What follows belongs to an exercise in optimizing a design on an open flow for small area, a short achievable clock period and few clock cycles per item; a production flow would make more cautious choices.
In this exercise RTL edits were held to simulation tests only and were not proved equivalent to the original.
Power and IR drop assume default switching activity.

==> design/flow/design.v <==
module qpsk_mimo_modulator #(
    parameter int R_W = 16,
    parameter int Y_W = 20
) (
    input  logic              i_clk,
    input  logic              i_reset_n,
    input  logic              i_r_load,
    input  logic [20*R_W-1:0] i_r,
    input  logic              i_bit_vld,
    input  logic              i_bit,
    output logic              o_bit_rdy,
    output logic              o_vld,
    input  logic              i_rdy,
    output logic [8*Y_W-1:0]  o_y_hat,
    output logic              o_busy
);
    logic [9:0][15:0] ra, rb;
    logic [2:0]       p;           
    logic [2:0]       cnt;         
    logic [6:0]       col;         
    logic [7:0]       x;           
    logic             xv;          
    logic             win;         
    logic             fin;         
    logic             vld;
    logic             rdy;
    logic             busy;
    logic             p0;          
    logic       p7, act, acc, acc8, hold, wr_lo;
    logic [7:2] wr_d;
    logic       xv_n, win_n, vld_n;
    logic [2:0] p_n, cnt_n;
    assign p7    = (p == 3'd7);
    assign act   = (p0 & xv) | win;
    assign acc   = i_bit_vld & rdy;
    assign acc8  = acc & (cnt == 3'd7);
    assign hold  = vld & ~i_rdy;
    assign wr_lo = win & (p == 3'd1) & ~hold;
    always_comb
        for (int d = 2; d < 8; d++) wr_d[d] = win & (p == 3'(d));
    assign p_n   = i_r_load ? 3'd0 : p + 3'd1;
    assign cnt_n = acc ? cnt + 3'd1 : cnt;
    assign xv_n  = acc8 | (xv & ~(win & p7));
    assign win_n = act & ~p7 & ~((p == 3'd1) & hold);
    assign vld_n = fin | (vld & ~i_rdy);
    assign o_bit_rdy = rdy;
    assign o_vld     = vld;
    assign o_busy    = busy;
    always_ff @(posedge i_clk or negedge i_reset_n) begin
        if (!i_reset_n) begin
            p    <= '0;
            p0   <= 1'b1;
            cnt  <= '0;
            xv   <= 1'b0;
            win  <= 1'b0;
            fin  <= 1'b0;
            vld  <= 1'b0;
            rdy  <= 1'b1;
            busy <= 1'b0;
        end else begin
            p    <= p_n;
            p0   <= (p_n == 3'd0);
            cnt  <= cnt_n;
            xv   <= xv_n;
            win  <= win_n;
            fin  <= win & p7;
            vld  <= vld_n;
            busy <= xv_n | (win & p7) | vld_n;
            rdy  <= (cnt_n != 3'd7) | ~xv_n | (win_n & (p_n == 3'd7));
        end
    end
    always_ff @(posedge i_clk)
        x <= acc8 ? ({i_bit, col} ^ {8{~p_n[0]}}) : ~x;
    always_ff @(posedge i_clk) begin
        if (i_r_load) begin
            for (int k = 0; k < 10; k++) begin
                ra[k] <= ~(i_r[32*k +: 16] ^ 16'h8000);
                rb[k] <= ~(i_r[32*k+16 +: 16] ^ 16'h8000);
            end
        end else begin
            for (int k = 0; k < 10; k++) begin
                ra[k] <= ~{ra[k][1:0], ra[k][15:2]};
                rb[k] <= ~{rb[k][1:0], rb[k][15:2]};
            end
        end
        if (acc) col <= {i_bit, col[6:1]};
    end
    logic [7:0] g0_u0, g0_u1, g0_ng, g0_si, g0_st, g0_co;
    logic [1:0] g0_dig, g0_dq1;
    logic [3:0] g0_top;
    logic [19:0] g0_y;
    logic g0_t1, g0_t2, g0_t3, g0_t4, g0_t5, g0_t6, g0_t7, g0_t8, g0_t9, g0_t10, g0_t11, g0_t12, g0_t13, g0_t14, g0_t15, g0_t16, g0_t17, g0_t18, g0_t19, g0_t20, g0_t21, g0_t22, g0_t23, g0_t24, g0_t25, g0_t26, g0_t27, g0_t28, g0_t29, g0_t30, g0_t31, g0_t32;
    logic g0_p1, g0_p2, g0_p3, g0_p4, g0_p5, g0_p6, g0_p7, g0_p8, g0_p9, g0_p10, g0_p11, g0_p12, g0_p13, g0_p14, g0_p15, g0_p16;
    assign g0_u0[0] = ra[0][0] ^ x[0];
    assign g0_u1[0] = ra[0][1] ^ x[0];
    assign g0_ng[0] = ~(x[0]);
    assign g0_u0[1] = rb[0][0] ^ ~x[1];
    assign g0_u1[1] = rb[0][1] ^ ~x[1];
    assign g0_ng[1] = ~(~x[1]);
    assign g0_u0[2] = ra[1][0] ^ x[2];
    assign g0_u1[2] = ra[1][1] ^ x[2];
    assign g0_ng[2] = ~(x[2]);
    assign g0_u0[3] = rb[1][0] ^ ~x[3];
    assign g0_u1[3] = rb[1][1] ^ ~x[3];
    assign g0_ng[3] = ~(~x[3]);
    assign g0_u0[4] = ra[3][0] ^ x[4];
    assign g0_u1[4] = ra[3][1] ^ x[4];
    assign g0_ng[4] = ~(x[4]);
    assign g0_u0[5] = rb[3][0] ^ ~x[5];
    assign g0_u1[5] = rb[3][1] ^ ~x[5];
    assign g0_ng[5] = ~(~x[5]);
    assign g0_u0[6] = ra[6][0] ^ x[6];
    assign g0_u1[6] = ra[6][1] ^ x[6];
    assign g0_ng[6] = ~(x[6]);
    assign g0_u0[7] = rb[6][0] ^ ~x[7];
    assign g0_u1[7] = rb[6][1] ^ ~x[7];
    assign g0_ng[7] = ~(~x[7]);
    assign g0_si = p0 ? g0_ng : g0_st;
    assign g0_dig = {g0_t31, g0_t15};
    assign g0_co = {g0_t32, g0_t30, g0_t28, g0_t26, g0_t24, g0_t22, g0_t20, g0_t18};
    assign g0_top = {g0_p15, g0_p13, g0_p11, g0_p7};
    assign g0_t1 = g0_u0[0] ^ g0_u0[1] ^ g0_u0[2];
    assign g0_t2 = (g0_u0[0] & g0_u0[1]) | (g0_u0[0] & g0_u0[2]) | (g0_u0[1] & g0_u0[2]);
    assign g0_t3 = g0_u0[3] ^ g0_u0[4] ^ g0_u0[5];
    assign g0_t4 = (g0_u0[3] & g0_u0[4]) | (g0_u0[3] & g0_u0[5]) | (g0_u0[4] & g0_u0[5]);
    assign g0_t5 = g0_u0[6] ^ g0_u0[7] ^ g0_si[0];
    assign g0_t6 = (g0_u0[6] & g0_u0[7]) | (g0_u0[6] & g0_si[0]) | (g0_u0[7] & g0_si[0]);
    assign g0_t7 = g0_si[1] ^ g0_si[2] ^ g0_si[3];
    assign g0_t8 = (g0_si[1] & g0_si[2]) | (g0_si[1] & g0_si[3]) | (g0_si[2] & g0_si[3]);
    assign g0_t9 = g0_si[4] ^ g0_si[5] ^ g0_si[6];
    assign g0_t10 = (g0_si[4] & g0_si[5]) | (g0_si[4] & g0_si[6]) | (g0_si[5] & g0_si[6]);
    assign g0_t11 = g0_si[7] ^ g0_t1 ^ g0_t3;
    assign g0_t12 = (g0_si[7] & g0_t1) | (g0_si[7] & g0_t3) | (g0_t1 & g0_t3);
    assign g0_t13 = g0_t5 ^ g0_t7 ^ g0_t9;
    assign g0_t14 = (g0_t5 & g0_t7) | (g0_t5 & g0_t9) | (g0_t7 & g0_t9);
    assign g0_t15 = g0_t11 ^ g0_t13;
    assign g0_t16 = g0_t11 & g0_t13;
    assign g0_t17 = g0_u1[0] ^ g0_u1[1] ^ g0_u1[2];
    assign g0_t18 = (g0_u1[0] & g0_u1[1]) | (g0_u1[0] & g0_u1[2]) | (g0_u1[1] & g0_u1[2]);
    assign g0_t19 = g0_u1[3] ^ g0_u1[4] ^ g0_u1[5];
    assign g0_t20 = (g0_u1[3] & g0_u1[4]) | (g0_u1[3] & g0_u1[5]) | (g0_u1[4] & g0_u1[5]);
    assign g0_t21 = g0_u1[6] ^ g0_u1[7] ^ g0_t2;
    assign g0_t22 = (g0_u1[6] & g0_u1[7]) | (g0_u1[6] & g0_t2) | (g0_u1[7] & g0_t2);
    assign g0_t23 = g0_t4 ^ g0_t6 ^ g0_t8;
    assign g0_t24 = (g0_t4 & g0_t6) | (g0_t4 & g0_t8) | (g0_t6 & g0_t8);
    assign g0_t25 = g0_t10 ^ g0_t17 ^ g0_t19;
    assign g0_t26 = (g0_t10 & g0_t17) | (g0_t10 & g0_t19) | (g0_t17 & g0_t19);
    assign g0_t27 = g0_t12 ^ g0_t14 ^ g0_t21;
    assign g0_t28 = (g0_t12 & g0_t14) | (g0_t12 & g0_t21) | (g0_t14 & g0_t21);
    assign g0_t29 = g0_t23 ^ g0_t25 ^ g0_t16;
    assign g0_t30 = (g0_t23 & g0_t25) | (g0_t23 & g0_t16) | (g0_t25 & g0_t16);
    assign g0_t31 = g0_t27 ^ g0_t29;
    assign g0_t32 = g0_t27 & g0_t29;
    assign g0_p1 = g0_st[0] ^ g0_st[1] ^ g0_st[2];
    assign g0_p2 = (g0_st[0] & g0_st[1]) | (g0_st[0] & g0_st[2]) | (g0_st[1] & g0_st[2]);
    assign g0_p3 = g0_st[3] ^ g0_st[4] ^ g0_st[5];
    assign g0_p4 = (g0_st[3] & g0_st[4]) | (g0_st[3] & g0_st[5]) | (g0_st[4] & g0_st[5]);
    assign g0_p5 = g0_st[6] ^ g0_st[7] ^ g0_p1;
    assign g0_p6 = (g0_st[6] & g0_st[7]) | (g0_st[6] & g0_p1) | (g0_st[7] & g0_p1);
    assign g0_p7 = g0_p3 ^ g0_p5;
    assign g0_p8 = g0_p3 & g0_p5;
    assign g0_p9 = g0_p2 ^ g0_p4 ^ g0_p6;
    assign g0_p10 = (g0_p2 & g0_p4) | (g0_p2 & g0_p6) | (g0_p4 & g0_p6);
    assign g0_p11 = g0_p8 ^ g0_p9;
    assign g0_p12 = g0_p8 & g0_p9;
    assign g0_p13 = 1'b1 ^ g0_p10 ^ g0_p12;
    assign g0_p14 = (1'b1 & g0_p10) | (1'b1 & g0_p12) | (g0_p10 & g0_p12);
    assign g0_p15 = 1'b1 ^ g0_p14;
    assign g0_p16 = 1'b1 & g0_p14;
    always_ff @(posedge i_clk) begin
        g0_st  <= g0_co;
        g0_dq1 <= g0_dig;
        if (wr_lo) g0_y[3:0] <= {g0_dig, g0_dq1};
        if (wr_d[2]) g0_y[5:4]   <= g0_dig;
        if (wr_d[3]) g0_y[7:6]   <= g0_dig;
        if (wr_d[4]) g0_y[9:8]   <= g0_dig;
        if (wr_d[5]) g0_y[11:10] <= g0_dig;
        if (wr_d[6]) g0_y[13:12] <= g0_dig;
        if (wr_d[7]) g0_y[15:14] <= g0_dig;
        if (fin) g0_y[19:16] <= g0_top;
    end
    assign o_y_hat[0 +: 20] = g0_y;
    logic [7:0] g1_u0, g1_u1, g1_ng, g1_si, g1_st, g1_co;
    logic [1:0] g1_dig, g1_dq1;
    logic [3:0] g1_top;
    logic [19:0] g1_y;
    logic g1_t1, g1_t2, g1_t3, g1_t4, g1_t5, g1_t6, g1_t7, g1_t8, g1_t9, g1_t10, g1_t11, g1_t12, g1_t13, g1_t14, g1_t15, g1_t16, g1_t17, g1_t18, g1_t19, g1_t20, g1_t21, g1_t22, g1_t23, g1_t24, g1_t25, g1_t26, g1_t27, g1_t28, g1_t29, g1_t30, g1_t31, g1_t32;
    logic g1_p1, g1_p2, g1_p3, g1_p4, g1_p5, g1_p6, g1_p7, g1_p8, g1_p9, g1_p10, g1_p11, g1_p12, g1_p13, g1_p14, g1_p15, g1_p16;
    assign g1_u0[0] = rb[0][0] ^ x[0];
    assign g1_u1[0] = rb[0][1] ^ x[0];
    assign g1_ng[0] = ~(x[0]);
    assign g1_u0[1] = ra[0][0] ^ x[1];
    assign g1_u1[1] = ra[0][1] ^ x[1];
    assign g1_ng[1] = ~(x[1]);
    assign g1_u0[2] = rb[1][0] ^ x[2];
    assign g1_u1[2] = rb[1][1] ^ x[2];
    assign g1_ng[2] = ~(x[2]);
    assign g1_u0[3] = ra[1][0] ^ x[3];
    assign g1_u1[3] = ra[1][1] ^ x[3];
    assign g1_ng[3] = ~(x[3]);
    assign g1_u0[4] = rb[3][0] ^ x[4];
    assign g1_u1[4] = rb[3][1] ^ x[4];
    assign g1_ng[4] = ~(x[4]);
    assign g1_u0[5] = ra[3][0] ^ x[5];
    assign g1_u1[5] = ra[3][1] ^ x[5];
    assign g1_ng[5] = ~(x[5]);
    assign g1_u0[6] = rb[6][0] ^ x[6];
    assign g1_u1[6] = rb[6][1] ^ x[6];
    assign g1_ng[6] = ~(x[6]);
    assign g1_u0[7] = ra[6][0] ^ x[7];
    assign g1_u1[7] = ra[6][1] ^ x[7];
    assign g1_ng[7] = ~(x[7]);
    assign g1_si = p0 ? g1_ng : g1_st;
    assign g1_dig = {g1_t31, g1_t15};
    assign g1_co = {g1_t32, g1_t30, g1_t28, g1_t26, g1_t24, g1_t22, g1_t20, g1_t18};
    assign g1_top = {g1_p15, g1_p13, g1_p11, g1_p7};
    assign g1_t1 = g1_u0[0] ^ g1_u0[1] ^ g1_u0[2];
    assign g1_t2 = (g1_u0[0] & g1_u0[1]) | (g1_u0[0] & g1_u0[2]) | (g1_u0[1] & g1_u0[2]);
    assign g1_t3 = g1_u0[3] ^ g1_u0[4] ^ g1_u0[5];
    assign g1_t4 = (g1_u0[3] & g1_u0[4]) | (g1_u0[3] & g1_u0[5]) | (g1_u0[4] & g1_u0[5]);
    assign g1_t5 = g1_u0[6] ^ g1_u0[7] ^ g1_si[0];
    assign g1_t6 = (g1_u0[6] & g1_u0[7]) | (g1_u0[6] & g1_si[0]) | (g1_u0[7] & g1_si[0]);
    assign g1_t7 = g1_si[1] ^ g1_si[2] ^ g1_si[3];
    assign g1_t8 = (g1_si[1] & g1_si[2]) | (g1_si[1] & g1_si[3]) | (g1_si[2] & g1_si[3]);
    assign g1_t9 = g1_si[4] ^ g1_si[5] ^ g1_si[6];
    assign g1_t10 = (g1_si[4] & g1_si[5]) | (g1_si[4] & g1_si[6]) | (g1_si[5] & g1_si[6]);
    assign g1_t11 = g1_si[7] ^ g1_t1 ^ g1_t3;
    assign g1_t12 = (g1_si[7] & g1_t1) | (g1_si[7] & g1_t3) | (g1_t1 & g1_t3);
    assign g1_t13 = g1_t5 ^ g1_t7 ^ g1_t9;
    assign g1_t14 = (g1_t5 & g1_t7) | (g1_t5 & g1_t9) | (g1_t7 & g1_t9);
    assign g1_t15 = g1_t11 ^ g1_t13;
    assign g1_t16 = g1_t11 & g1_t13;
    assign g1_t17 = g1_u1[0] ^ g1_u1[1] ^ g1_u1[2];
    assign g1_t18 = (g1_u1[0] & g1_u1[1]) | (g1_u1[0] & g1_u1[2]) | (g1_u1[1] & g1_u1[2]);
    assign g1_t19 = g1_u1[3] ^ g1_u1[4] ^ g1_u1[5];
    assign g1_t20 = (g1_u1[3] & g1_u1[4]) | (g1_u1[3] & g1_u1[5]) | (g1_u1[4] & g1_u1[5]);
    assign g1_t21 = g1_u1[6] ^ g1_u1[7] ^ g1_t2;
    assign g1_t22 = (g1_u1[6] & g1_u1[7]) | (g1_u1[6] & g1_t2) | (g1_u1[7] & g1_t2);
    assign g1_t23 = g1_t4 ^ g1_t6 ^ g1_t8;
    assign g1_t24 = (g1_t4 & g1_t6) | (g1_t4 & g1_t8) | (g1_t6 & g1_t8);
    assign g1_t25 = g1_t10 ^ g1_t17 ^ g1_t19;
    assign g1_t26 = (g1_t10 & g1_t17) | (g1_t10 & g1_t19) | (g1_t17 & g1_t19);
    assign g1_t27 = g1_t12 ^ g1_t14 ^ g1_t21;
    assign g1_t28 = (g1_t12 & g1_t14) | (g1_t12 & g1_t21) | (g1_t14 & g1_t21);
    assign g1_t29 = g1_t23 ^ g1_t25 ^ g1_t16;
    assign g1_t30 = (g1_t23 & g1_t25) | (g1_t23 & g1_t16) | (g1_t25 & g1_t16);
    assign g1_t31 = g1_t27 ^ g1_t29;
    assign g1_t32 = g1_t27 & g1_t29;
    assign g1_p1 = g1_st[0] ^ g1_st[1] ^ g1_st[2];
    assign g1_p2 = (g1_st[0] & g1_st[1]) | (g1_st[0] & g1_st[2]) | (g1_st[1] & g1_st[2]);
    assign g1_p3 = g1_st[3] ^ g1_st[4] ^ g1_st[5];
    assign g1_p4 = (g1_st[3] & g1_st[4]) | (g1_st[3] & g1_st[5]) | (g1_st[4] & g1_st[5]);
    assign g1_p5 = g1_st[6] ^ g1_st[7] ^ g1_p1;
    assign g1_p6 = (g1_st[6] & g1_st[7]) | (g1_st[6] & g1_p1) | (g1_st[7] & g1_p1);
    assign g1_p7 = g1_p3 ^ g1_p5;
    assign g1_p8 = g1_p3 & g1_p5;
    assign g1_p9 = g1_p2 ^ g1_p4 ^ g1_p6;
    assign g1_p10 = (g1_p2 & g1_p4) | (g1_p2 & g1_p6) | (g1_p4 & g1_p6);
    assign g1_p11 = g1_p8 ^ g1_p9;
    assign g1_p12 = g1_p8 & g1_p9;
    assign g1_p13 = 1'b1 ^ g1_p10 ^ g1_p12;
    assign g1_p14 = (1'b1 & g1_p10) | (1'b1 & g1_p12) | (g1_p10 & g1_p12);
    assign g1_p15 = 1'b1 ^ g1_p14;
    assign g1_p16 = 1'b1 & g1_p14;
    always_ff @(posedge i_clk) begin
        g1_st  <= g1_co;
        g1_dq1 <= g1_dig;
        if (wr_lo) g1_y[3:0] <= {g1_dig, g1_dq1};
        if (wr_d[2]) g1_y[5:4]   <= g1_dig;
        if (wr_d[3]) g1_y[7:6]   <= g1_dig;
        if (wr_d[4]) g1_y[9:8]   <= g1_dig;
        if (wr_d[5]) g1_y[11:10] <= g1_dig;
        if (wr_d[6]) g1_y[13:12] <= g1_dig;
        if (wr_d[7]) g1_y[15:14] <= g1_dig;
        if (fin) g1_y[19:16] <= g1_top;
    end
    assign o_y_hat[20 +: 20] = g1_y;
    logic [5:0] g2_u0, g2_u1, g2_ng, g2_si, g2_st, g2_co;
    logic [1:0] g2_dig, g2_dq1;
    logic [3:0] g2_top;
    logic [19:0] g2_y;
    logic g2_t1, g2_t2, g2_t3, g2_t4, g2_t5, g2_t6, g2_t7, g2_t8, g2_t9, g2_t10, g2_t11, g2_t12, g2_t13, g2_t14, g2_t15, g2_t16, g2_t17, g2_t18, g2_t19, g2_t20, g2_t21, g2_t22, g2_t23, g2_t24;
    logic g2_p1, g2_p2, g2_p3, g2_p4, g2_p5, g2_p6, g2_p7, g2_p8, g2_p9, g2_p10, g2_p11, g2_p12;
    assign g2_u0[0] = ra[2][0] ^ x[2];
    assign g2_u1[0] = ra[2][1] ^ x[2];
    assign g2_ng[0] = ~(x[2]);
    assign g2_u0[1] = rb[2][0] ^ ~x[3];
    assign g2_u1[1] = rb[2][1] ^ ~x[3];
    assign g2_ng[1] = ~(~x[3]);
    assign g2_u0[2] = ra[4][0] ^ x[4];
    assign g2_u1[2] = ra[4][1] ^ x[4];
    assign g2_ng[2] = ~(x[4]);
    assign g2_u0[3] = rb[4][0] ^ ~x[5];
    assign g2_u1[3] = rb[4][1] ^ ~x[5];
    assign g2_ng[3] = ~(~x[5]);
    assign g2_u0[4] = ra[7][0] ^ x[6];
    assign g2_u1[4] = ra[7][1] ^ x[6];
    assign g2_ng[4] = ~(x[6]);
    assign g2_u0[5] = rb[7][0] ^ ~x[7];
    assign g2_u1[5] = rb[7][1] ^ ~x[7];
    assign g2_ng[5] = ~(~x[7]);
    assign g2_si = p0 ? g2_ng : g2_st;
    assign g2_dig = {g2_t23, g2_t11};
    assign g2_co = {g2_t24, g2_t22, g2_t20, g2_t18, g2_t16, g2_t14};
    assign g2_top = {g2_p11, g2_p9, g2_p7, g2_p5};
    assign g2_t1 = g2_u0[0] ^ g2_u0[1] ^ g2_u0[2];
    assign g2_t2 = (g2_u0[0] & g2_u0[1]) | (g2_u0[0] & g2_u0[2]) | (g2_u0[1] & g2_u0[2]);
    assign g2_t3 = g2_u0[3] ^ g2_u0[4] ^ g2_u0[5];
    assign g2_t4 = (g2_u0[3] & g2_u0[4]) | (g2_u0[3] & g2_u0[5]) | (g2_u0[4] & g2_u0[5]);
    assign g2_t5 = g2_si[0] ^ g2_si[1] ^ g2_si[2];
    assign g2_t6 = (g2_si[0] & g2_si[1]) | (g2_si[0] & g2_si[2]) | (g2_si[1] & g2_si[2]);
    assign g2_t7 = g2_si[3] ^ g2_si[4] ^ g2_si[5];
    assign g2_t8 = (g2_si[3] & g2_si[4]) | (g2_si[3] & g2_si[5]) | (g2_si[4] & g2_si[5]);
    assign g2_t9 = g2_t1 ^ g2_t3 ^ g2_t5;
    assign g2_t10 = (g2_t1 & g2_t3) | (g2_t1 & g2_t5) | (g2_t3 & g2_t5);
    assign g2_t11 = g2_t7 ^ g2_t9;
    assign g2_t12 = g2_t7 & g2_t9;
    assign g2_t13 = g2_u1[0] ^ g2_u1[1] ^ g2_u1[2];
    assign g2_t14 = (g2_u1[0] & g2_u1[1]) | (g2_u1[0] & g2_u1[2]) | (g2_u1[1] & g2_u1[2]);
    assign g2_t15 = g2_u1[3] ^ g2_u1[4] ^ g2_u1[5];
    assign g2_t16 = (g2_u1[3] & g2_u1[4]) | (g2_u1[3] & g2_u1[5]) | (g2_u1[4] & g2_u1[5]);
    assign g2_t17 = g2_t2 ^ g2_t4 ^ g2_t6;
    assign g2_t18 = (g2_t2 & g2_t4) | (g2_t2 & g2_t6) | (g2_t4 & g2_t6);
    assign g2_t19 = g2_t8 ^ g2_t13 ^ g2_t15;
    assign g2_t20 = (g2_t8 & g2_t13) | (g2_t8 & g2_t15) | (g2_t13 & g2_t15);
    assign g2_t21 = g2_t10 ^ g2_t17 ^ g2_t19;
    assign g2_t22 = (g2_t10 & g2_t17) | (g2_t10 & g2_t19) | (g2_t17 & g2_t19);
    assign g2_t23 = g2_t12 ^ g2_t21;
    assign g2_t24 = g2_t12 & g2_t21;
    assign g2_p1 = g2_st[0] ^ g2_st[1] ^ g2_st[2];
    assign g2_p2 = (g2_st[0] & g2_st[1]) | (g2_st[0] & g2_st[2]) | (g2_st[1] & g2_st[2]);
    assign g2_p3 = g2_st[3] ^ g2_st[4] ^ g2_st[5];
    assign g2_p4 = (g2_st[3] & g2_st[4]) | (g2_st[3] & g2_st[5]) | (g2_st[4] & g2_st[5]);
    assign g2_p5 = 1'b1 ^ g2_p1 ^ g2_p3;
    assign g2_p6 = (1'b1 & g2_p1) | (1'b1 & g2_p3) | (g2_p1 & g2_p3);
    assign g2_p7 = g2_p2 ^ g2_p4 ^ g2_p6;
    assign g2_p8 = (g2_p2 & g2_p4) | (g2_p2 & g2_p6) | (g2_p4 & g2_p6);
    assign g2_p9 = 1'b1 ^ g2_p8;
    assign g2_p10 = 1'b1 & g2_p8;
    assign g2_p11 = 1'b1 ^ g2_p10;
    assign g2_p12 = 1'b1 & g2_p10;
    always_ff @(posedge i_clk) begin
        g2_st  <= g2_co;
        g2_dq1 <= g2_dig;
        if (wr_lo) g2_y[3:0] <= {g2_dig, g2_dq1};
        if (wr_d[2]) g2_y[5:4]   <= g2_dig;
        if (wr_d[3]) g2_y[7:6]   <= g2_dig;
        if (wr_d[4]) g2_y[9:8]   <= g2_dig;
        if (wr_d[5]) g2_y[11:10] <= g2_dig;
        if (wr_d[6]) g2_y[13:12] <= g2_dig;
        if (wr_d[7]) g2_y[15:14] <= g2_dig;
        if (fin) g2_y[19:16] <= g2_top;
    end
    assign o_y_hat[40 +: 20] = g2_y;
    logic [5:0] g3_u0, g3_u1, g3_ng, g3_si, g3_st, g3_co;
    logic [1:0] g3_dig, g3_dq1;
    logic [3:0] g3_top;
    logic [19:0] g3_y;
    logic g3_t1, g3_t2, g3_t3, g3_t4, g3_t5, g3_t6, g3_t7, g3_t8, g3_t9, g3_t10, g3_t11, g3_t12, g3_t13, g3_t14, g3_t15, g3_t16, g3_t17, g3_t18, g3_t19, g3_t20, g3_t21, g3_t22, g3_t23, g3_t24;
    logic g3_p1, g3_p2, g3_p3, g3_p4, g3_p5, g3_p6, g3_p7, g3_p8, g3_p9, g3_p10, g3_p11, g3_p12;
    assign g3_u0[0] = rb[2][0] ^ x[2];
    assign g3_u1[0] = rb[2][1] ^ x[2];
    assign g3_ng[0] = ~(x[2]);
    assign g3_u0[1] = ra[2][0] ^ x[3];
    assign g3_u1[1] = ra[2][1] ^ x[3];
    assign g3_ng[1] = ~(x[3]);
    assign g3_u0[2] = rb[4][0] ^ x[4];
    assign g3_u1[2] = rb[4][1] ^ x[4];
    assign g3_ng[2] = ~(x[4]);
    assign g3_u0[3] = ra[4][0] ^ x[5];
    assign g3_u1[3] = ra[4][1] ^ x[5];
    assign g3_ng[3] = ~(x[5]);
    assign g3_u0[4] = rb[7][0] ^ x[6];
    assign g3_u1[4] = rb[7][1] ^ x[6];
    assign g3_ng[4] = ~(x[6]);
    assign g3_u0[5] = ra[7][0] ^ x[7];
    assign g3_u1[5] = ra[7][1] ^ x[7];
    assign g3_ng[5] = ~(x[7]);
    assign g3_si = p0 ? g3_ng : g3_st;
    assign g3_dig = {g3_t23, g3_t11};
    assign g3_co = {g3_t24, g3_t22, g3_t20, g3_t18, g3_t16, g3_t14};
    assign g3_top = {g3_p11, g3_p9, g3_p7, g3_p5};
    assign g3_t1 = g3_u0[0] ^ g3_u0[1] ^ g3_u0[2];
    assign g3_t2 = (g3_u0[0] & g3_u0[1]) | (g3_u0[0] & g3_u0[2]) | (g3_u0[1] & g3_u0[2]);
    assign g3_t3 = g3_u0[3] ^ g3_u0[4] ^ g3_u0[5];
    assign g3_t4 = (g3_u0[3] & g3_u0[4]) | (g3_u0[3] & g3_u0[5]) | (g3_u0[4] & g3_u0[5]);
    assign g3_t5 = g3_si[0] ^ g3_si[1] ^ g3_si[2];
    assign g3_t6 = (g3_si[0] & g3_si[1]) | (g3_si[0] & g3_si[2]) | (g3_si[1] & g3_si[2]);
    assign g3_t7 = g3_si[3] ^ g3_si[4] ^ g3_si[5];
    assign g3_t8 = (g3_si[3] & g3_si[4]) | (g3_si[3] & g3_si[5]) | (g3_si[4] & g3_si[5]);
    assign g3_t9 = g3_t1 ^ g3_t3 ^ g3_t5;
    assign g3_t10 = (g3_t1 & g3_t3) | (g3_t1 & g3_t5) | (g3_t3 & g3_t5);
    assign g3_t11 = g3_t7 ^ g3_t9;
    assign g3_t12 = g3_t7 & g3_t9;
    assign g3_t13 = g3_u1[0] ^ g3_u1[1] ^ g3_u1[2];
    assign g3_t14 = (g3_u1[0] & g3_u1[1]) | (g3_u1[0] & g3_u1[2]) | (g3_u1[1] & g3_u1[2]);
    assign g3_t15 = g3_u1[3] ^ g3_u1[4] ^ g3_u1[5];
    assign g3_t16 = (g3_u1[3] & g3_u1[4]) | (g3_u1[3] & g3_u1[5]) | (g3_u1[4] & g3_u1[5]);
    assign g3_t17 = g3_t2 ^ g3_t4 ^ g3_t6;
    assign g3_t18 = (g3_t2 & g3_t4) | (g3_t2 & g3_t6) | (g3_t4 & g3_t6);
    assign g3_t19 = g3_t8 ^ g3_t13 ^ g3_t15;
    assign g3_t20 = (g3_t8 & g3_t13) | (g3_t8 & g3_t15) | (g3_t13 & g3_t15);
    assign g3_t21 = g3_t10 ^ g3_t17 ^ g3_t19;
    assign g3_t22 = (g3_t10 & g3_t17) | (g3_t10 & g3_t19) | (g3_t17 & g3_t19);
    assign g3_t23 = g3_t12 ^ g3_t21;
    assign g3_t24 = g3_t12 & g3_t21;
    assign g3_p1 = g3_st[0] ^ g3_st[1] ^ g3_st[2];
    assign g3_p2 = (g3_st[0] & g3_st[1]) | (g3_st[0] & g3_st[2]) | (g3_st[1] & g3_st[2]);
    assign g3_p3 = g3_st[3] ^ g3_st[4] ^ g3_st[5];
    assign g3_p4 = (g3_st[3] & g3_st[4]) | (g3_st[3] & g3_st[5]) | (g3_st[4] & g3_st[5]);
    assign g3_p5 = 1'b1 ^ g3_p1 ^ g3_p3;
    assign g3_p6 = (1'b1 & g3_p1) | (1'b1 & g3_p3) | (g3_p1 & g3_p3);
    assign g3_p7 = g3_p2 ^ g3_p4 ^ g3_p6;
    assign g3_p8 = (g3_p2 & g3_p4) | (g3_p2 & g3_p6) | (g3_p4 & g3_p6);
    assign g3_p9 = 1'b1 ^ g3_p8;
    assign g3_p10 = 1'b1 & g3_p8;
    assign g3_p11 = 1'b1 ^ g3_p10;
    assign g3_p12 = 1'b1 & g3_p10;
    always_ff @(posedge i_clk) begin
        g3_st  <= g3_co;
        g3_dq1 <= g3_dig;
        if (wr_lo) g3_y[3:0] <= {g3_dig, g3_dq1};
        if (wr_d[2]) g3_y[5:4]   <= g3_dig;
        if (wr_d[3]) g3_y[7:6]   <= g3_dig;
        if (wr_d[4]) g3_y[9:8]   <= g3_dig;
        if (wr_d[5]) g3_y[11:10] <= g3_dig;
        if (wr_d[6]) g3_y[13:12] <= g3_dig;
        if (wr_d[7]) g3_y[15:14] <= g3_dig;
        if (fin) g3_y[19:16] <= g3_top;
    end
    assign o_y_hat[60 +: 20] = g3_y;
    logic [3:0] g4_u0, g4_u1, g4_ng, g4_si, g4_st, g4_co;
    logic [1:0] g4_dig, g4_dq1;
    logic [3:0] g4_top;
    logic [19:0] g4_y;
    logic g4_t1, g4_t2, g4_t3, g4_t4, g4_t5, g4_t6, g4_t7, g4_t8, g4_t9, g4_t10, g4_t11, g4_t12, g4_t13, g4_t14, g4_t15, g4_t16;
    logic g4_p1, g4_p2, g4_p3, g4_p4, g4_p5, g4_p6, g4_p7, g4_p8, g4_p9, g4_p10;
    assign g4_u0[0] = ra[5][0] ^ x[4];
    assign g4_u1[0] = ra[5][1] ^ x[4];
    assign g4_ng[0] = ~(x[4]);
    assign g4_u0[1] = rb[5][0] ^ ~x[5];
    assign g4_u1[1] = rb[5][1] ^ ~x[5];
    assign g4_ng[1] = ~(~x[5]);
    assign g4_u0[2] = ra[8][0] ^ x[6];
    assign g4_u1[2] = ra[8][1] ^ x[6];
    assign g4_ng[2] = ~(x[6]);
    assign g4_u0[3] = rb[8][0] ^ ~x[7];
    assign g4_u1[3] = rb[8][1] ^ ~x[7];
    assign g4_ng[3] = ~(~x[7]);
    assign g4_si = p0 ? g4_ng : g4_st;
    assign g4_dig = {g4_t15, g4_t7};
    assign g4_co = {g4_t16, g4_t14, g4_t12, g4_t10};
    assign g4_top = {g4_p9, g4_p7, g4_p5, g4_p3};
    assign g4_t1 = g4_u0[0] ^ g4_u0[1] ^ g4_u0[2];
    assign g4_t2 = (g4_u0[0] & g4_u0[1]) | (g4_u0[0] & g4_u0[2]) | (g4_u0[1] & g4_u0[2]);
    assign g4_t3 = g4_u0[3] ^ g4_si[0] ^ g4_si[1];
    assign g4_t4 = (g4_u0[3] & g4_si[0]) | (g4_u0[3] & g4_si[1]) | (g4_si[0] & g4_si[1]);
    assign g4_t5 = g4_si[2] ^ g4_si[3] ^ g4_t1;
    assign g4_t6 = (g4_si[2] & g4_si[3]) | (g4_si[2] & g4_t1) | (g4_si[3] & g4_t1);
    assign g4_t7 = g4_t3 ^ g4_t5;
    assign g4_t8 = g4_t3 & g4_t5;
    assign g4_t9 = g4_u1[0] ^ g4_u1[1] ^ g4_u1[2];
    assign g4_t10 = (g4_u1[0] & g4_u1[1]) | (g4_u1[0] & g4_u1[2]) | (g4_u1[1] & g4_u1[2]);
    assign g4_t11 = g4_u1[3] ^ g4_t2 ^ g4_t4;
    assign g4_t12 = (g4_u1[3] & g4_t2) | (g4_u1[3] & g4_t4) | (g4_t2 & g4_t4);
    assign g4_t13 = g4_t9 ^ g4_t6 ^ g4_t11;
    assign g4_t14 = (g4_t9 & g4_t6) | (g4_t9 & g4_t11) | (g4_t6 & g4_t11);
    assign g4_t15 = g4_t8 ^ g4_t13;
    assign g4_t16 = g4_t8 & g4_t13;
    assign g4_p1 = g4_st[0] ^ g4_st[1] ^ g4_st[2];
    assign g4_p2 = (g4_st[0] & g4_st[1]) | (g4_st[0] & g4_st[2]) | (g4_st[1] & g4_st[2]);
    assign g4_p3 = g4_st[3] ^ g4_p1;
    assign g4_p4 = g4_st[3] & g4_p1;
    assign g4_p5 = 1'b1 ^ g4_p2 ^ g4_p4;
    assign g4_p6 = (1'b1 & g4_p2) | (1'b1 & g4_p4) | (g4_p2 & g4_p4);
    assign g4_p7 = 1'b1 ^ g4_p6;
    assign g4_p8 = 1'b1 & g4_p6;
    assign g4_p9 = 1'b1 ^ g4_p8;
    assign g4_p10 = 1'b1 & g4_p8;
    always_ff @(posedge i_clk) begin
        g4_st  <= g4_co;
        g4_dq1 <= g4_dig;
        if (wr_lo) g4_y[3:0] <= {g4_dig, g4_dq1};
        if (wr_d[2]) g4_y[5:4]   <= g4_dig;
        if (wr_d[3]) g4_y[7:6]   <= g4_dig;
        if (wr_d[4]) g4_y[9:8]   <= g4_dig;
        if (wr_d[5]) g4_y[11:10] <= g4_dig;
        if (wr_d[6]) g4_y[13:12] <= g4_dig;
        if (wr_d[7]) g4_y[15:14] <= g4_dig;
        if (fin) g4_y[19:16] <= g4_top;
    end
    assign o_y_hat[80 +: 20] = g4_y;
    logic [3:0] g5_u0, g5_u1, g5_ng, g5_si, g5_st, g5_co;
    logic [1:0] g5_dig, g5_dq1;
    logic [3:0] g5_top;
    logic [19:0] g5_y;
    logic g5_t1, g5_t2, g5_t3, g5_t4, g5_t5, g5_t6, g5_t7, g5_t8, g5_t9, g5_t10, g5_t11, g5_t12, g5_t13, g5_t14, g5_t15, g5_t16;
    logic g5_p1, g5_p2, g5_p3, g5_p4, g5_p5, g5_p6, g5_p7, g5_p8, g5_p9, g5_p10;
    assign g5_u0[0] = rb[5][0] ^ x[4];
    assign g5_u1[0] = rb[5][1] ^ x[4];
    assign g5_ng[0] = ~(x[4]);
    assign g5_u0[1] = ra[5][0] ^ x[5];
    assign g5_u1[1] = ra[5][1] ^ x[5];
    assign g5_ng[1] = ~(x[5]);
    assign g5_u0[2] = rb[8][0] ^ x[6];
    assign g5_u1[2] = rb[8][1] ^ x[6];
    assign g5_ng[2] = ~(x[6]);
    assign g5_u0[3] = ra[8][0] ^ x[7];
    assign g5_u1[3] = ra[8][1] ^ x[7];
    assign g5_ng[3] = ~(x[7]);
    assign g5_si = p0 ? g5_ng : g5_st;
    assign g5_dig = {g5_t15, g5_t7};
    assign g5_co = {g5_t16, g5_t14, g5_t12, g5_t10};
    assign g5_top = {g5_p9, g5_p7, g5_p5, g5_p3};
    assign g5_t1 = g5_u0[0] ^ g5_u0[1] ^ g5_u0[2];
    assign g5_t2 = (g5_u0[0] & g5_u0[1]) | (g5_u0[0] & g5_u0[2]) | (g5_u0[1] & g5_u0[2]);
    assign g5_t3 = g5_u0[3] ^ g5_si[0] ^ g5_si[1];
    assign g5_t4 = (g5_u0[3] & g5_si[0]) | (g5_u0[3] & g5_si[1]) | (g5_si[0] & g5_si[1]);
    assign g5_t5 = g5_si[2] ^ g5_si[3] ^ g5_t1;
    assign g5_t6 = (g5_si[2] & g5_si[3]) | (g5_si[2] & g5_t1) | (g5_si[3] & g5_t1);
    assign g5_t7 = g5_t3 ^ g5_t5;
    assign g5_t8 = g5_t3 & g5_t5;
    assign g5_t9 = g5_u1[0] ^ g5_u1[1] ^ g5_u1[2];
    assign g5_t10 = (g5_u1[0] & g5_u1[1]) | (g5_u1[0] & g5_u1[2]) | (g5_u1[1] & g5_u1[2]);
    assign g5_t11 = g5_u1[3] ^ g5_t2 ^ g5_t4;
    assign g5_t12 = (g5_u1[3] & g5_t2) | (g5_u1[3] & g5_t4) | (g5_t2 & g5_t4);
    assign g5_t13 = g5_t9 ^ g5_t6 ^ g5_t11;
    assign g5_t14 = (g5_t9 & g5_t6) | (g5_t9 & g5_t11) | (g5_t6 & g5_t11);
    assign g5_t15 = g5_t8 ^ g5_t13;
    assign g5_t16 = g5_t8 & g5_t13;
    assign g5_p1 = g5_st[0] ^ g5_st[1] ^ g5_st[2];
    assign g5_p2 = (g5_st[0] & g5_st[1]) | (g5_st[0] & g5_st[2]) | (g5_st[1] & g5_st[2]);
    assign g5_p3 = g5_st[3] ^ g5_p1;
    assign g5_p4 = g5_st[3] & g5_p1;
    assign g5_p5 = 1'b1 ^ g5_p2 ^ g5_p4;
    assign g5_p6 = (1'b1 & g5_p2) | (1'b1 & g5_p4) | (g5_p2 & g5_p4);
    assign g5_p7 = 1'b1 ^ g5_p6;
    assign g5_p8 = 1'b1 & g5_p6;
    assign g5_p9 = 1'b1 ^ g5_p8;
    assign g5_p10 = 1'b1 & g5_p8;
    always_ff @(posedge i_clk) begin
        g5_st  <= g5_co;
        g5_dq1 <= g5_dig;
        if (wr_lo) g5_y[3:0] <= {g5_dig, g5_dq1};
        if (wr_d[2]) g5_y[5:4]   <= g5_dig;
        if (wr_d[3]) g5_y[7:6]   <= g5_dig;
        if (wr_d[4]) g5_y[9:8]   <= g5_dig;
        if (wr_d[5]) g5_y[11:10] <= g5_dig;
        if (wr_d[6]) g5_y[13:12] <= g5_dig;
        if (wr_d[7]) g5_y[15:14] <= g5_dig;
        if (fin) g5_y[19:16] <= g5_top;
    end
    assign o_y_hat[100 +: 20] = g5_y;
    logic [1:0] g6_u0, g6_u1, g6_ng, g6_si, g6_st, g6_co;
    logic [1:0] g6_dig, g6_dq1;
    logic [3:0] g6_top;
    logic [19:0] g6_y;
    logic g6_t1, g6_t2, g6_t3, g6_t4, g6_t5, g6_t6, g6_t7, g6_t8;
    logic g6_p1, g6_p2, g6_p3, g6_p4, g6_p5, g6_p6, g6_p7, g6_p8;
    assign g6_u0[0] = ra[9][0] ^ x[6];
    assign g6_u1[0] = ra[9][1] ^ x[6];
    assign g6_ng[0] = ~(x[6]);
    assign g6_u0[1] = rb[9][0] ^ ~x[7];
    assign g6_u1[1] = rb[9][1] ^ ~x[7];
    assign g6_ng[1] = ~(~x[7]);
    assign g6_si = p0 ? g6_ng : g6_st;
    assign g6_dig = {g6_t7, g6_t3};
    assign g6_co = {g6_t8, g6_t6};
    assign g6_top = {g6_p7, g6_p5, g6_p3, g6_p1};
    assign g6_t1 = g6_u0[0] ^ g6_u0[1] ^ g6_si[0];
    assign g6_t2 = (g6_u0[0] & g6_u0[1]) | (g6_u0[0] & g6_si[0]) | (g6_u0[1] & g6_si[0]);
    assign g6_t3 = g6_si[1] ^ g6_t1;
    assign g6_t4 = g6_si[1] & g6_t1;
    assign g6_t5 = g6_u1[0] ^ g6_u1[1] ^ g6_t2;
    assign g6_t6 = (g6_u1[0] & g6_u1[1]) | (g6_u1[0] & g6_t2) | (g6_u1[1] & g6_t2);
    assign g6_t7 = g6_t4 ^ g6_t5;
    assign g6_t8 = g6_t4 & g6_t5;
    assign g6_p1 = g6_st[0] ^ g6_st[1] ^ 1'b1;
    assign g6_p2 = (g6_st[0] & g6_st[1]) | (g6_st[0] & 1'b1) | (g6_st[1] & 1'b1);
    assign g6_p3 = 1'b1 ^ g6_p2;
    assign g6_p4 = 1'b1 & g6_p2;
    assign g6_p5 = 1'b1 ^ g6_p4;
    assign g6_p6 = 1'b1 & g6_p4;
    assign g6_p7 = 1'b1 ^ g6_p6;
    assign g6_p8 = 1'b1 & g6_p6;
    always_ff @(posedge i_clk) begin
        g6_st  <= g6_co;
        g6_dq1 <= g6_dig;
        if (wr_lo) g6_y[3:0] <= {g6_dig, g6_dq1};
        if (wr_d[2]) g6_y[5:4]   <= g6_dig;
        if (wr_d[3]) g6_y[7:6]   <= g6_dig;
        if (wr_d[4]) g6_y[9:8]   <= g6_dig;
        if (wr_d[5]) g6_y[11:10] <= g6_dig;
        if (wr_d[6]) g6_y[13:12] <= g6_dig;
        if (wr_d[7]) g6_y[15:14] <= g6_dig;
        if (fin) g6_y[19:16] <= g6_top;
    end
    assign o_y_hat[120 +: 20] = g6_y;
    logic [1:0] g7_u0, g7_u1, g7_ng, g7_si, g7_st, g7_co;
    logic [1:0] g7_dig, g7_dq1;
    logic [3:0] g7_top;
    logic [19:0] g7_y;
    logic g7_t1, g7_t2, g7_t3, g7_t4, g7_t5, g7_t6, g7_t7, g7_t8;
    logic g7_p1, g7_p2, g7_p3, g7_p4, g7_p5, g7_p6, g7_p7, g7_p8;
    assign g7_u0[0] = rb[9][0] ^ x[6];
    assign g7_u1[0] = rb[9][1] ^ x[6];
    assign g7_ng[0] = ~(x[6]);
    assign g7_u0[1] = ra[9][0] ^ x[7];
    assign g7_u1[1] = ra[9][1] ^ x[7];
    assign g7_ng[1] = ~(x[7]);
    assign g7_si = p0 ? g7_ng : g7_st;
    assign g7_dig = {g7_t7, g7_t3};
    assign g7_co = {g7_t8, g7_t6};
    assign g7_top = {g7_p7, g7_p5, g7_p3, g7_p1};
    assign g7_t1 = g7_u0[0] ^ g7_u0[1] ^ g7_si[0];
    assign g7_t2 = (g7_u0[0] & g7_u0[1]) | (g7_u0[0] & g7_si[0]) | (g7_u0[1] & g7_si[0]);
    assign g7_t3 = g7_si[1] ^ g7_t1;
    assign g7_t4 = g7_si[1] & g7_t1;
    assign g7_t5 = g7_u1[0] ^ g7_u1[1] ^ g7_t2;
    assign g7_t6 = (g7_u1[0] & g7_u1[1]) | (g7_u1[0] & g7_t2) | (g7_u1[1] & g7_t2);
    assign g7_t7 = g7_t4 ^ g7_t5;
    assign g7_t8 = g7_t4 & g7_t5;
    assign g7_p1 = g7_st[0] ^ g7_st[1] ^ 1'b1;
    assign g7_p2 = (g7_st[0] & g7_st[1]) | (g7_st[0] & 1'b1) | (g7_st[1] & 1'b1);
    assign g7_p3 = 1'b1 ^ g7_p2;
    assign g7_p4 = 1'b1 & g7_p2;
    assign g7_p5 = 1'b1 ^ g7_p4;
    assign g7_p6 = 1'b1 & g7_p4;
    assign g7_p7 = 1'b1 ^ g7_p6;
    assign g7_p8 = 1'b1 & g7_p6;
    always_ff @(posedge i_clk) begin
        g7_st  <= g7_co;
        g7_dq1 <= g7_dig;
        if (wr_lo) g7_y[3:0] <= {g7_dig, g7_dq1};
        if (wr_d[2]) g7_y[5:4]   <= g7_dig;
        if (wr_d[3]) g7_y[7:6]   <= g7_dig;
        if (wr_d[4]) g7_y[9:8]   <= g7_dig;
        if (wr_d[5]) g7_y[11:10] <= g7_dig;
        if (wr_d[6]) g7_y[13:12] <= g7_dig;
        if (wr_d[7]) g7_y[15:14] <= g7_dig;
        if (fin) g7_y[19:16] <= g7_top;
    end
    assign o_y_hat[140 +: 20] = g7_y;
endmodule
==> design/flow/flow/run.sh <==
#!/bin/bash
# Standard ORFS layout (the standard.sh) with two changes to how it is built:
#  - ports are buffered with buf_1 cells instead of the resizer's default pick
#  - timing repair aims for 8.4 ns of setup slack beyond the SDC's (the SDC is unchanged)
export BUFFER_PORTS_ARGS="-buffer_cell sky130_fd_sc_hd__buf_1"
export SETUP_SLACK_MARGIN=8.4
bash standard.sh > standard.log 2>&1
==> design/flow/standard.sh <==
#!/bin/bash
# synth_recipe.tcl (not shown) runs the flow's synth.tcl, then flattens the netlist and writes it again
# the make line also repeats each setting of config.mk as NAME=value (left out here)
make -C /OpenROAD-flow-scripts/flow DESIGN_CONFIG=/design/flow/config.mk WORK_HOME=/design/flow/orfs CLKGATE_MAP_FILE= SYNTH_SCRIPT=/design/flow/synth_recipe.tcl "${@:-finish}"
==> design/flow/config.mk <==
export PLATFORM = sky130hd
export DESIGN_NAME = qpsk_mimo_modulator
export DESIGN_NICKNAME = qpsk_mimo_modulator
export VERILOG_FILES = /design/flow/design.v
export SDC_FILE = /design/flow/constraint.sdc
export NUM_CORES = 4
export LEC_CHECK = 0
export ABC_AREA = 1
export CAP_MARGIN = 50
export CORE_MARGIN = 2
export CORE_UTILIZATION = 60
export CTS_BUF_LIST = sky130_fd_sc_hd__clkbuf_16
export CTS_CLUSTER_DIAMETER = 100
export CTS_CLUSTER_SIZE = 25
export SLEW_MARGIN = 60
==> design/flow/constraint.sdc <==
create_clock -name core_clock -period 12.0 [get_ports {i_clk}]
set_input_delay 2.4000 -clock core_clock [delete_from_list [all_inputs] [get_ports {i_clk}]]
set_output_delay 2.4000 -clock core_clock [all_outputs]
set_load 0.01 [all_outputs]
==> results.yml, run 1 <==
floorplan:
  fp.dieH_um: 189.4
  ioPinCount: 489
  dieArea_um2: 35870
  die_w_um: 189.4
  initial_utilization: 0.6120
  num_rows: 67
  core_area_um2: 33700
clock_tree:
  htreeDepth: 1
  tritoncts: "yes"
  cts_buffer_depth: 3
  worstSkewPairLatency_ns: 0.57
  clkTransAtPathRegs_ns: 0.09
  clock_sinks: 556
  cts-root-buf: "clkbuf_16"
  holdBufCountCts: 0
  numCtsBuffers: 26
grt:
  grt_pass1_wl_um: 66250
  grt_util_all_layers: 0.2437
  grt_max_degree: 67
  gr-max-usage-layer: "met2"
  grt_use_met2: 0.4274
  met3_usage: 0.06506
  overflow: 0
  grt_pass1_vias: 11680
  met1_usage: 0.3052
  antenna_found_initial: 8
sta:
  fin_ws_ns: 8.373
  final.setup.tns_ns: 0
  rsz0062_at_grt: "yes"
  final.setup_skew_ns: 0.02815
  max_freq_ghz: 0.2757
  setup_violations: 0
  post-route-min-period_ns: 3.627
  fin_crit_sh: 0.3022
  maxSlewHeadroom: 0.6668
  tightest_slew_ns: 0.4998
  report.final.slew_viol_count: 0
  hold_violations: 0
setup_path:
  critPathKind: "flip-flop to output pin"
  crit_chain: "clkbuf_2"
  path_max_fanout: 1
  critPathLaunchType: "flip-flop"
  max_stage_delay_ns: 0.49
  endpoint_kind: "output pin"
  crit_family: "flip-flops"
  cp_num_buf_inv: 1
  cp.arrival_ns: 1.23
  critPathRequiredTime_ns: 9.60
  cpMaxStageDelayCell: "edfxtp_1"
layout:
  fillers: 2573
  finish.utilization: 0.6964
  multiInputGateArea_um2: 6656
  drive_gt1_frac: 0.04742
  area_delta_synth_final_pct: 13.80
  seqCellArea_um2: 12800
  fin_area_um2: 23470
  finalNonFillerCells: 2349
  nNetsFinal: 2331
synthesis:
  yosys_warnings: 1
  synth.avg_cell_area_um2: 14.59
  syn-instance-count: 1414
  synth_top_area_cell: "dfxtp_1"
  yosys.area.top_type_share: 0.3727
  netlist_area_um2: 20620
  synth_cell_types: 32
  synth_area_leaders: "dfxtp_1 37%, edfxtp_1 23%, mux2i_1 15%"
  synth_seq_cells: 556
  yosysSeqAreaShare: 0.6202
  syn_nets: 1858
placement:
  post_dp_cell_area_um2: 22450
  preCtsSetupSlack_ns: 7.433
  dpl.hpwl_um: 33680
  placed_cells_incl_taps: 2298
  port_buffers: 488
  routabilityCongestion: 0.8133
outcome:
  status: "timing/DRC/antenna clean"
routing:
  via_count: 11630
  first_iter_violations: 561
  wl_per_cell_um: 18.80
  viasPerCell: 4.953
  ant_nets: 0
  wirelength_um: 44150
  drc: 0
  dr.pass1.iters: 5
power:
  ir_drop_mv: 0.7291
  powerDensity_nw_per_um2: 356.7
  p_leak_nw: 9.951
run:
  maxCapViolCount: 0
worst_hold_path:
  hp-class: "flip-flop to flip-flop"
==> final timing paths <==
check	slack (ns)	end	from	depth (start not counted)
setup reg to reg	8.51	g1_y[9]$_DFFE_PP_	p0$_DFF_PN1_	10
min in group asynchronous	1.72	p[0]$_DFF_PN0_	i_reset_n	1
hold / removal	0.38	rb[83]$_DFF_P_	rb[85]$_DFF_P_	1
setup / recovery	8.37	o_y_hat[31]	g1_y[11]$_DFFE_PP_	1
hold reg to reg	0.38	rb[83]$_DFF_P_	rb[85]$_DFF_P_	1
max in group asynchronous	10.00	rdy$_DFF_PN1_	i_reset_n	1
==> synthesized netlist by cell type (all sizes together) <==
cell type / n
nand3: 6
o21ai: 48
dfxtp: 384
dfstp: 2
nor3: 2
dfrtp: 11
nor2: 10
xor2: 48
clkbuf: 8
ha: 38
edfxtp: 159
or2: 5
nand4: 1
a21oi: 10
fa: 80
o21a: 1
nand2: 71
mux2i: 300
and2: 1
xnor2: 40
nor4: 1
inv: 132
buf: 56
==> stage by stage <==
step,power (mW),hold WS [ns]
after detailed placement,7.182,0.3887
after floorplan,5.711,0.3855
final,8.372,0.3834
after global routing,9.095,0.3891
after CTS,8.232,0.3818
after global placement,7.036,0.3858
==> metal layers <==
metal	share of wire	routed length [um]
met5	0.0017	73
met4	0.019	830
met3	0.074	3277
met2	0.50	21860
met1	0.41	18110
==> layout make-up <==
cell class	instances	share of cell area
Tap cell	448	0.02388
Sequential cell	556	0.5456
Inverter	132	0.02111
Clock inverter	12	0.002612
Multi-Input combinational cell	662	0.2836
Antenna cell	3	0.0003199
Clock buffer	27	0.02879
Timing Repair Buffer	509	0.09410
==> logic make-up (layout without fill, tap and decap cells) <==
logic type               Yosys count  in the layout  synth area share
multiplexers                     300            300            0.1456
XOR/XNOR                          88             88           0.03737
AO/OA/AOI/OAI                     59             59           0.01444
buffers and inverters            196            680           0.06158
flip-flops                       556            556            0.6202
AND/OR/NAND/NOR                   97             97           0.02014
other                              0              3                 0
adder cells (fa/ha/maj)          118            118            0.1007
==> flip-flops by register name (all words and copies together), names as in the netlist, 6 cells and up <==
| signal | flops |
|---|---|
| g0_st | 8 |
| g4_y | 19 |
| g5_y | 19 |
| x | 8 |
| g2_y | 19 |
| g1_y | 20 |
| col | 7 |
| g2_st | 6 |
| g6_y | 18 |
| g7_y | 18 |
| rb | 160 |
| g1_st | 8 |
| g3_y | 19 |
| g3_st | 6 |
| g0_y | 20 |
| ra | 160 |
==> layout by cell type, fill, tap and decap left out, drive strengths merged, types with 2 or more instances in the layout <==
cell	Yosys	layout
bufbuf	0	2
ha	38	38
nand3	6	6
buf	56	498
xor2	48	48
edfxtp	159	159
or2	5	5
xnor2	40	40
mux2i	300	300
nand2	71	71
dfrtp	11	11
nor3	2	2
clkbuf	8	36
nor2	10	10
dfxtp	384	384
inv	132	144
dfstp	2	2
fa	80	80
a21oi	10	10
o21ai	48	48
diode	0	3
==> power by group <==
part	switching, mW	internal (mW)	total, mW
combinational	2.42	1.45	3.86
clock	0.552	0.411	0.963
sequential	0.184	3.36	3.54
total	3.15	5.22	8.37
==> timing repair <==
| action | 4_1_cts | 5_1_grt |
|---|---|---|
| pin swaps | 0 | 3 |
| resized for setup | 17 | 24 |
| endpoints found under the setup margin | 151 | 116 |
| gates cloned | 2 | 1 |
| buffers inserted | 4 | 1 |
Testbench counts, summed over its fixed seeds: cycles 4,448, items 512.
==> run 2, diff against run 1 <==
==> design/flow/flow/run.sh (replaced) <==
#!/bin/bash
# Standard ORFS layout (the standard.sh) with two changes to how it is built:
#  - ports are buffered with buf_1 cells instead of the resizer's default pick
#  - timing repair aims for 8.5 ns of setup slack beyond the SDC's (the SDC is unchanged)
export BUFFER_PORTS_ARGS="-buffer_cell sky130_fd_sc_hd__buf_1"
export SETUP_SLACK_MARGIN=8.5
bash standard.sh > standard.log 2>&1
==> results.yml, run 2 <==
power:
  ir_drop_mv: 0.7153
  combPwrFrac: 0.465
  powerDensity_nw_per_um2: 355.3
  intPower_mw: 5.260
  p_clk_frac: 0.114
  power.switching_mw: 3.160
  p_leak_nw: 10.31
  seq_power_share: 0.421
  power_mw: 8.420
  p_sw_frac: 0.3753
sta:
  setup_violations: 0
  final.setup_skew_ns: 0.02873
  maxSlewHeadroom: 0.6692
  rsz0062_at_grt: "yes"
  fin_crit_sh: 0.3021
  hold_violations: 0
  tightest_slew_ns: 0.4962
  max_freq_ghz: 0.2759
  report.final.slew_viol_count: 0
  post-route-min-period_ns: 3.625
  final.setup.tns_ns: 0
clock_tree:
  worstSkewPairLatency_ns: 0.57
  holdBufCountCts: 0
  clkTransAtPathRegs_ns: 0.10
  clock_sinks: 556
  cts-root-buf: "clkbuf_16"
  htreeDepth: 1
  tritoncts: "yes"
  numCtsBuffers: 26
  cts_buffer_depth: 3
layout:
  top_regs: "ra x160, rb x160"
  finish.utilization: 0.7032
  final_cell_mix: "381 x dfxtp_1, 368 x buf_1, 300 x mux2i_1"
  final_common_cell: "dfxtp_1"
  drive_gt1_frac: 0.1083
  fin_area_um2: 23700
  area_delta_synth_final_pct: 14.90
  nNetsFinal: 2335
floorplan:
  num_rows: 67
  ioPinCount: 489
  fp.dieH_um: 189.4
  core_area_um2: 33700
  die_w_um: 189.4
  initial_utilization: 0.6120
  dieArea_um2: 35870
setup_path:
  max_stage_delay_ns: 0.49
  cp.arrival_ns: 1.22
  crit_chain: "clkbuf_2"
  critPathLaunchType: "flip-flop"
  endpoint_kind: "output pin"
  cp_num_buf_inv: 1
  path_max_fanout: 1
  critPathKind: "flip-flop to output pin"
  cpMaxStageDelayCell: "edfxtp_1"
  crit_family: "flip-flops"
  critPathRequiredTime_ns: 9.60
grt:
  grt_pass1_vias: 11720
  grt_pass1_wl_um: 66720
  antenna_found_initial: 8
  grt_util_all_layers: 0.2456
  overflow: 0
  grt_max_degree: 68
synthesis:
  synth_top_area_cell: "dfxtp_1"
  yosysSeqAreaShare: 0.6202
  yosys_warnings: 1
  yosys-top-cells-count: "384 x dfxtp_1, 300 x mux2i_1, 159 x edfxtp_1"
  syn_nets: 1858
  syn-instance-count: 1414
  synth-simple-area-share: 0.02014
  synth.avg_cell_area_um2: 14.59
  async_reset_ff_frac: 0.02338
  synth_area_leaders: "dfxtp_1 37%, edfxtp_1 23%, mux2i_1 15%"
  synth_seq_cells: 556
  yosys.area.top_type_share: 0.3727
  synth_top_family_by_area: "multiplexers"
  synth_cell_types: 32
  netlist_area_um2: 20620
  synth_xor_xnor_area_share: 0.03737
  synthMuxAreaShare: 0.1456
  ys.flop_type: "dfxtp_1"
  yosysMostFrequentCell: "dfxtp_1"
  synth-edff-count: 159
  synth_compound_area_frac: 0.01444
  synth_fa_ha_area_frac: 0.1007
placement:
  post_dp_cell_area_um2: 22450
  port_buffers: 488
  dpl.hpwl_um: 33680
  routabilityCongestion: 0.8133
routing:
  drc: 0
  first_iter_violations: 606
  viasPerCell: 4.952
  dr.pass1.iters: 5
  via_count: 11650
  ant_nets: 0
  wirelength_um: 44420
  wl_per_cell_um: 18.88
worst_hold_path:
  hp-class: "flip-flop to flip-flop"
run:
  maxCapViolCount: 0
outcome:
  status: "timing/DRC/antenna clean"
run 2: worst paths after layout:
check	cells after the start	slack (ns)	start	endpoint
setup / recovery	1	8.38	g1_y[11]$_DFFE_PP_	o_y_hat[31]
hold / removal	1	0.38	rb[85]$_DFF_P_	rb[83]$_DFF_P_
setup reg to reg	10	8.56	p0$_DFF_PN1_	g1_y[13]$_DFFE_PP_
hold reg to reg	1	0.38	rb[85]$_DFF_P_	rb[83]$_DFF_P_
max in group asynchronous	1	9.99	i_reset_n	rdy$_DFF_PN1_
min in group asynchronous	1	1.72	i_reset_n	xv$_DFF_PN0_
run 2: kinds of logic (layout without fill, tap and decap cells):
family | count (synthesis) | count (layout)
fa+ha+maj | 118 | 118
compound gates | 59 | 59
flops | 556 | 556
simple gates | 97 | 97
buf+inv | 196 | 684
mux | 300 | 300
xor+xnor | 88 | 88
other cells | 0 | 3
run 2: metrics by stage:
step	hold WS (ns)	instances	worst slack, ns
CTS	0.3818	2345	8.350
detailed placement	0.3887	2298	7.433
global route	0.3890	2351	8.334
global placement	0.3858	2296	6.570
floorplan	0.3855	1414	8.113
finish	0.3837	2353	8.375
run 2: timing repair:
action                                  in CTS  in global routing
setup buffers                                5                  3
gates cloned                                 3                  1
endpoints found under the setup margin     223                210
pin swaps                                    2                  6
gates resized for setup                     55                115
run 2: cell type report:
cell class / instances / area, um^2
inverter: 132 / 499.2
clock buffer: 27 / 675.6
sequential: 556 / 12800
timing repair buffer: 513 / 2425
clock inverter: 12 / 61.31
multi-input combinational: 662 / 6664
fill: 2579 / 10000
antenna: 3 / 7.507
tap: 448 / 560.5
run 2: power groups by stage:
stage,sequential [mW],clock (mW),combinational [mW]
finish,3.55,0.961,3.91
floorplan,3.55,0,2.16
CTS,3.55,0.983,3.92
detailed placement,3.60,0,3.59
global route,3.58,1.05,4.50
global placement,3.58,0,3.45
run 2: layer usage:
| layer | GRT usage | vias up | wire, um |
|---|---|---|---|
| li1 | - | 5627 | - |
| met4 | 0.04949 | 10 | 828 |
| met5 | 0 | - | 80 |
| met3 | 0.06413 | 53 | 3394 |
| met1 | 0.3086 | 5555 | 18060 |
| met2 | 0.4305 | 407 | 22050 |
==> run 3, diff against run 2 <==
==> design/flow/flow/run.sh (replaced) <==
#!/bin/bash
# Standard ORFS layout (the standard.sh) with two changes to how it is built:
#  - ports are buffered with buf_1 cells instead of the resizer's default pick
#  - timing repair aims for 8.2 ns of setup slack beyond the SDC's (the SDC is unchanged)
export BUFFER_PORTS_ARGS="-buffer_cell sky130_fd_sc_hd__buf_1"
export SETUP_SLACK_MARGIN=8.2
bash standard.sh > standard.log 2>&1
==> results.yml, run 3 <==
synthesis:
  netlist_area_um2: 20620
  synth_area_leaders: "dfxtp_1 37%, edfxtp_1 23%, mux2i_1 15%"
  synth_seq_cells: 556
  yosys-top-cells-count: "384 x dfxtp_1, 300 x mux2i_1, 159 x edfxtp_1"
  synth-edff-count: 159
  yosysMostFrequentCell: "dfxtp_1"
  yosys_warnings: 1
  syn-instance-count: 1414
  yosys.area.top_type_share: 0.3727
  synth_top_area_cell: "dfxtp_1"
  synth.avg_cell_area_um2: 14.59
  syn_nets: 1858
  ys.flop_type: "dfxtp_1"
  synth_cell_types: 32
  yosysSeqAreaShare: 0.6202
  async_reset_ff_frac: 0.02338
grt:
  overflow: 0
  antenna_found_initial: 8
  grt_pass1_wl_um: 65320
  grt_pass1_vias: 11530
  grt_max_degree: 67
  grt_util_all_layers: 0.2406
power:
  combPwrFrac: 0.445
  ir_drop_mv: 0.6408
  p_clk_frac: 0.118
  p_leak_nw: 9.881
  power.switching_mw: 3.101
  intPower_mw: 5.024
  seq_power_share: 0.437
  power_mw: 8.125
  p_sw_frac: 0.3817
  powerDensity_nw_per_um2: 348.1
routing:
  viasPerCell: 4.952
  first_iter_violations: 585
  wl_per_cell_um: 18.72
  drc: 0
  wirelength_um: 43910
  via_count: 11620
  ant_nets: 0
  dr.pass1.iters: 4
run:
  maxCapViolCount: 0
floorplan:
  initial_utilization: 0.6120
  dieArea_um2: 35870
  die_w_um: 189.4
  fp.dieH_um: 189.4
  num_rows: 67
  ioPinCount: 489
  core_area_um2: 33700
placement:
  post_dp_cell_area_um2: 22450
  routabilityCongestion: 0.8133
  port_buffers: 488
  placed_cells_incl_taps: 2298
  dpl.hpwl_um: 33680
sta:
  tightest_slew_ns: 0.4954
  setup_violations: 0
  max_freq_ghz: 0.2674
  report.final.slew_viol_count: 0
  rsz0062_at_grt: "no"
  post-route-min-period_ns: 3.740
  final.setup.tns_ns: 0
  hold_violations: 0
  fin_crit_sh: 0.3116
  maxSlewHeadroom: 0.6697
  final.setup_skew_ns: 0.03196
clock_tree:
  worstSkewPairLatency_ns: 0.58
  clkTransAtPathRegs_ns: 0.10
  cts_buffer_depth: 3
  holdBufCountCts: 0
  numCtsBuffers: 26
  clock_sinks: 556
  htreeDepth: 1
  cts-root-buf: "clkbuf_16"
  tritoncts: "yes"
setup_path:
  max_stage_delay_ns: 0.59
  critPathLaunchType: "flip-flop"
  cp_num_buf_inv: 1
  cp.arrival_ns: 1.34
  path_max_fanout: 6
  crit_family: "flip-flops"
  endpoint_kind: "output pin"
  critPathRequiredTime_ns: 9.60
  crit_chain: "buf_1"
  cpMaxStageDelayCell: "dfstp_2"
  critPathKind: "flip-flop to output pin"
outcome:
  status: "timing/DRC/antenna clean"
layout:
  nNetsFinal: 2328
  final_common_cell: "buf_1"
  fin_area_um2: 23340
  area_delta_synth_final_pct: 13.17
  finalNonFillerCells: 2346
  top_regs: "ra x160, rb x160"
  final_cell_mix: "486 x buf_1, 381 x dfxtp_1, 300 x mux2i_1"
  drive_gt1_frac: 0.03641
  finish.utilization: 0.6926
worst_hold_path:
  hp-class: "flip-flop to flip-flop"
## run 3: per-stage QoR
stage               worst slack, ns  hold WS (ns)
floorplan                     8.113        0.3855
global route                  8.204        0.3891
finish                        8.260        0.3849
detailed placement            7.433        0.3887
CTS                           8.210        0.3818
global placement              6.570        0.3858
## run 3: final cells by class
class	instances	area [um^2]
Clock inverter	12	61.31
Timing Repair Buffer	506	2132
Fill cell	2586	10360
Sequential cell	556	12800
Tap cell	448	560.5
Inverter	132	495.5
Antenna cell	3	7.507
Clock buffer	27	675.6
Multi-Input combinational cell	662	6606
## run 3: logic make-up after synthesis
logic type                 after synthesis  share of synthesized area
and+or+nand+nor                         97                    0.02014
muxes                                  300                     0.1456
xor gates and xnor gates                88                    0.03737
adders and majority gates              118                     0.1007
AOI/OAI and AO/OA                       59                    0.01444
DFF                                    556                     0.6202
buffers and inverters                  196                    0.06158
## run 3: metal layers
metal / track usage / vias up / share of wire
li1: - / 5621 / -
met1: 0.3011 / 5554 / 0.41
met2: 0.4225 / 380 / 0.50
met3: 0.06469 / 52 / 0.076
met4: 0.04681 / 10 / 0.018
met5: 0 / - / 0.0018
## run 3: worst paths after layout
| check | slack, ns | cells past startpoint | startpoint | to |
|---|---|---|---|---|
| max | 8.26 | 1 | rdy$_DFF_PN1_ | o_bit_rdy |
| min | 0.38 | 1 | rb[85]$_DFF_P_ | rb[83]$_DFF_P_ |
| max reg2reg | 8.34 | 10 | p0$_DFF_PN1_ | g0_y[5]$_DFFE_PP_ |
| min reg2reg | 0.38 | 1 | rb[85]$_DFF_P_ | rb[83]$_DFF_P_ |
| max in group asynchronous | 10.00 | 1 | i_reset_n | rdy$_DFF_PN1_ |
| min in group asynchronous | 1.71 | 1 | i_reset_n | p[0]$_DFF_PN0_ |
## run 3: timing repair
item                                    in CTS  in global routing
buffers inserted                             1                  1
gates cloned                                 0                  2
resized for setup                            3                  5
endpoints found under the setup margin      90                 56
## run 3: power by group through the flow
stage | logic, mW | registers [mW] | clock network [mW]
floorplan | 2.16 | 3.55 | 0
CTS | 3.66 | 3.55 | 0.983
finish | 3.62 | 3.55 | 0.960
global route | 4.16 | 3.58 | 1.05
global placement | 3.45 | 3.58 | 0
detailed placement | 3.59 | 3.60 | 0

-- afterwards: timing with drivers on the ports --
No port has a modelled driver above. Below, the same layouts with a new extraction and two added sets of constraints. Step 1 assumes that a clkbuf_16 drives the clock port and a buf_2 every other input. Step 2 moves the port delays by t, midway between the first and last clock arrival at a register: inputs arrive t later, outputs are due t later. That takes back most of the time a late clock gives input paths. a / b / c = ideal / step 1 / step 2; a / b = the first two.
run | t, ns | slack for setup (ns) | hold WS [ns] | latest minus earliest clock arrival (ns) | worst data-port slew with drivers (ns)
run 1 | 0.615 | 8.373 / 8.318 / 7.890 | 0.383 / 0.383 / 0.383 | 0.028 / 0.029 | 0.10
run 2 | 0.615 | 8.375 / 8.320 / 7.954 | 0.384 / 0.384 / 0.384 | 0.030 / 0.029 | 0.11
run 3 | 0.616 | 8.260 / 8.205 / 7.736 | 0.385 / 0.385 / 0.385 | 0.032 / 0.032 | 0.10
After both steps every run listed still meets setup and hold. The setup slack of run 3, which loses most, moves by -0.055 ns with the drivers and by -0.524 ns with both steps.
